This design comes from an exercise in tuning for a short achievable clock period and few clock cycles on the open sky130 flow, not from production work.
The RTL was checked by simulation tests, not by an equivalence proof against the original design.
The clock port is modelled as an ideal driver; clocking choices that lean on that would not hold on a real chip.
Power is estimated from default activity; no workload was simulated.

Design cpuTop, start of the top module:
module cpuTop (
    input  logic        clk,
    input  logic        reset,
    input  logic        loadEnable,
    input  logic        loadToData,
    input  logic [5:0]  loadAddr,
    input  logic [31:0] loadData,
    output logic [31:0] pc,
    output logic        wbEnable,
    output logic [4:0]  wbDest,
    output logic [31:0] wbData
);
Size: about 14,000 cells after synthesis, about 5,000 flip-flops, ~200,000 sq um of cells after synthesis.
==> flow/config.mk <==
export PLATFORM = sky130hd
export DESIGN_NAME = cpuTop
export DESIGN_NICKNAME = cpuTop
export VERILOG_FILES = /design/flow/design.v
export SDC_FILE = /design/flow/constraint.sdc
export NUM_CORES = 4
export LEC_CHECK = 0
export ABC_CLOCK_PERIOD_IN_PS = 2500
export CAP_MARGIN = 20
export CORE_MARGIN = 2
export CORE_UTILIZATION = 40
export SETUP_SLACK_MARGIN = 3.1
export SLEW_MARGIN = 20
export TNS_END_PERCENT = 100
==> flow/constraint.sdc <==
create_clock -name core_clock -period 6.0 [get_ports {clk}]
set_input_delay 1.2000 -clock core_clock [delete_from_list [all_inputs] [get_ports {clk}]]
set_output_delay 1.2000 -clock core_clock [all_outputs]
set_load 0.01 [all_outputs]
standard.sh (not shown) runs the stock make flow with config.mk's settings and CLKGATE_MAP_FILE= SYNTH_SCRIPT=/design/flow/synth_recipe.tcl, a recipe that flattens the netlist after the stock synthesis.
==> flow/flow/run.sh <==
#!/bin/bash
# The standard layout, with one more timing repair after clock tree synthesis
# (post_cts.tcl, run by ORFS's POST_CTS_TCL hook). Each tool's output goes to
# ORFS's own logs under orfs/logs; what standard.sh prints goes to standard.log.
set -euo pipefail
export POST_CTS_TCL="$PWD/flow/post_cts.tcl"
bash standard.sh > standard.log 2>&1
==> flow/flow/post_cts.tcl <==
# Sourced by ORFS's cts.tcl after its own repair, before 4_1_cts.odb is written.
# 1. The output port buffers that buffer_ports made from delay cells become
#    plain buffers (each port keeps its one buffer).
# 2. Setup repair again, aiming at a 2.7 ns period, over all violating
#    endpoints, twice, then hold repair,
#    then legalise the placement.
set resized 0
foreach inst [get_cells output*] {
  if { [string match "*dly*" [get_property $inst ref_name]] } {
    replace_cell $inst sky130_fd_sc_hd__buf_4
    incr resized
  }
}
puts "post_cts: $resized output buffers made plain"
estimate_parasitics -placement
report_worst_slack
foreach pass {1 2} {
  repair_timing -setup -setup_margin 3.3 -repair_tns 100 -verbose
  report_worst_slack
}
repair_timing -hold -hold_margin 0 -verbose
detailed_placement
check_placement -verbose
estimate_parasitics -placement
report_worst_slack
report_worst_slack -min
Testbench counts at the start, summed over its fixed seeds: cycles 8,357.
Rerun with:
--- a/flow/design.v
+++ b/flow/design.v
@@ -149,15 +149,14 @@
     output logic [4:0]  exDest,
     output logic [4:0]  exFnHot,
     output logic        exCarryAdd,
     output logic        exCarrySub,
     output logic        exFwdA,
     output logic        exFwdB,
     output logic        exFwdStore,
-    output logic        exIsLoad,
     output logic [15:0] exOpAH,
     output logic [15:0] exOpBH,
     output logic [31:0] exStoreB,
     output logic [15:0] resL,
     output logic [63:0] exLoadSel,
     output logic [63:0] exStoreSel
 );
@@ -299,15 +298,14 @@
     end
     always_ff @(posedge clk) begin
         resL <= yL;
         exDest <= fDest(slot0);
         exFwdA <= hit0A;
         exFwdB <= hit0B;
         exFwdStore <= hit0B && op == opStore;
-        exIsLoad <= op == opLoad;
         exCarryAdd <= carryAdd;
         exCarrySub <= carrySub;
         exOpAH <= fullA[31:16];
         exOpBH <= fullB[31:16];
         exStoreB <= fullB;
     end
 endmodule
@@ -318,15 +316,14 @@
     input  logic [4:0]  exDest,
     input  logic [4:0]  exFnHot,
     input  logic        exCarryAdd,
     input  logic        exCarrySub,
     input  logic        exFwdA,
     input  logic        exFwdB,
     input  logic        exFwdStore,
-    input  logic        exIsLoad,
     input  logic [15:0] exOpAH,
     input  logic [15:0] exOpBH,
     input  logic [31:0] exStoreB,
     input  logic [15:0] resL,
     input  logic [63:0] exLoadSel,
     input  logic [63:0] exStoreSel,
     input  logic        loadEnable,
@@ -362,15 +359,15 @@
         .storeData(storeData),
         .loadEnable(loadEnable),
         .loadToData(loadToData),
         .loadAddr(loadAddr),
         .loadData(loadData),
         .loadWord(loadWord)
     );
-    assign y = exIsLoad ? loadWord : {yH, resL};
+    assign y = {yH, resL} | loadWord;
     always_ff @(posedge clk) begin
         resH <= yH;
         wbData <= y;
         wbFwdN <= ~y;
         for (int i = 1; i < 32; i++) begin
             wbHot[i] <= !reset && exWrites && exDest == 5'(i);
         end
@@ -434,15 +431,15 @@
     output logic [31:0] pc,
     output logic        wbEnable,
     output logic [4:0]  wbDest,
     output logic [31:0] wbData
 );
     logic stall;
     logic [20:0] slot0, slot1, slot2;
-    logic exWrites, exFwdA, exFwdB, exFwdStore, exIsLoad, exCarryAdd, exCarrySub;
+    logic exWrites, exFwdA, exFwdB, exFwdStore, exCarryAdd, exCarrySub;
     logic [4:0] exDest, exFnHot;
     logic [15:0] exOpAH, exOpBH, resL;
     logic [31:0] exStoreB;
     logic [63:0] exLoadSel, exStoreSel;
     logic [31:1] wbHot;
     logic [31:0] wbFwdN;
     fetchStage fetch (
@@ -474,15 +471,14 @@
         .exDest(exDest),
         .exFnHot(exFnHot),
         .exCarryAdd(exCarryAdd),
         .exCarrySub(exCarrySub),
         .exFwdA(exFwdA),
         .exFwdB(exFwdB),
         .exFwdStore(exFwdStore),
-        .exIsLoad(exIsLoad),
         .exOpAH(exOpAH),
         .exOpBH(exOpBH),
         .exStoreB(exStoreB),
         .resL(resL),
         .exLoadSel(exLoadSel),
         .exStoreSel(exStoreSel)
     );
@@ -493,15 +489,14 @@
         .exDest(exDest),
         .exFnHot(exFnHot),
         .exCarryAdd(exCarryAdd),
         .exCarrySub(exCarrySub),
         .exFwdA(exFwdA),
         .exFwdB(exFwdB),
         .exFwdStore(exFwdStore),
-        .exIsLoad(exIsLoad),
         .exOpAH(exOpAH),
         .exOpBH(exOpBH),
         .exStoreB(exStoreB),
         .resL(resL),
         .exLoadSel(exLoadSel),
         .exStoreSel(exStoreSel),
         .loadEnable(loadEnable),
Effect:
- combinational power hardly moves
- design area barely changes
- worst setup slack improves by 0.11 ns
- area after synthesis is about the same
- global-route usage increases by 0.44 points
- clock-buffer cell count decreases by 3
Testbench counts after the change, summed over its fixed seeds: cycles 8,357.

## static timing again, ports no longer ideal
How much do the figures lean on ideal ports? The routed layouts below were timed once more, with nothing changed but the port constraints.
Step 1: set_driving_cell puts a clkbuf_16 on clk and a buf_2 on each other input, an assumption about the parent block.
Step 2 adds t to the input delays and takes it off the output delays; t is the mean of the earliest and latest rising clock arrival at the registers after step 1. Input paths then give back, and output paths get back, about the clock's delay inside the block.
a / b / c = ideal ports / drivers / drivers and shift; a / b = the first two.
run	shift t [ns]	slack for setup (ns)	worst setup path after step 2	latest minus earliest clock arrival (ns)	cell pins on the clock port's net
the first run	1.210	2.762 / 2.762 / 1.968	input to register	0.130 / 0.130	1
the second run	1.194	2.867 / 2.825 / 1.632	input to register	0.157 / 0.157	1
After both steps setup and hold are still met in every run listed. The setup slack of the second run, which loses most, moves by -0.042 ns with the drivers and by -1.235 ns with both steps.
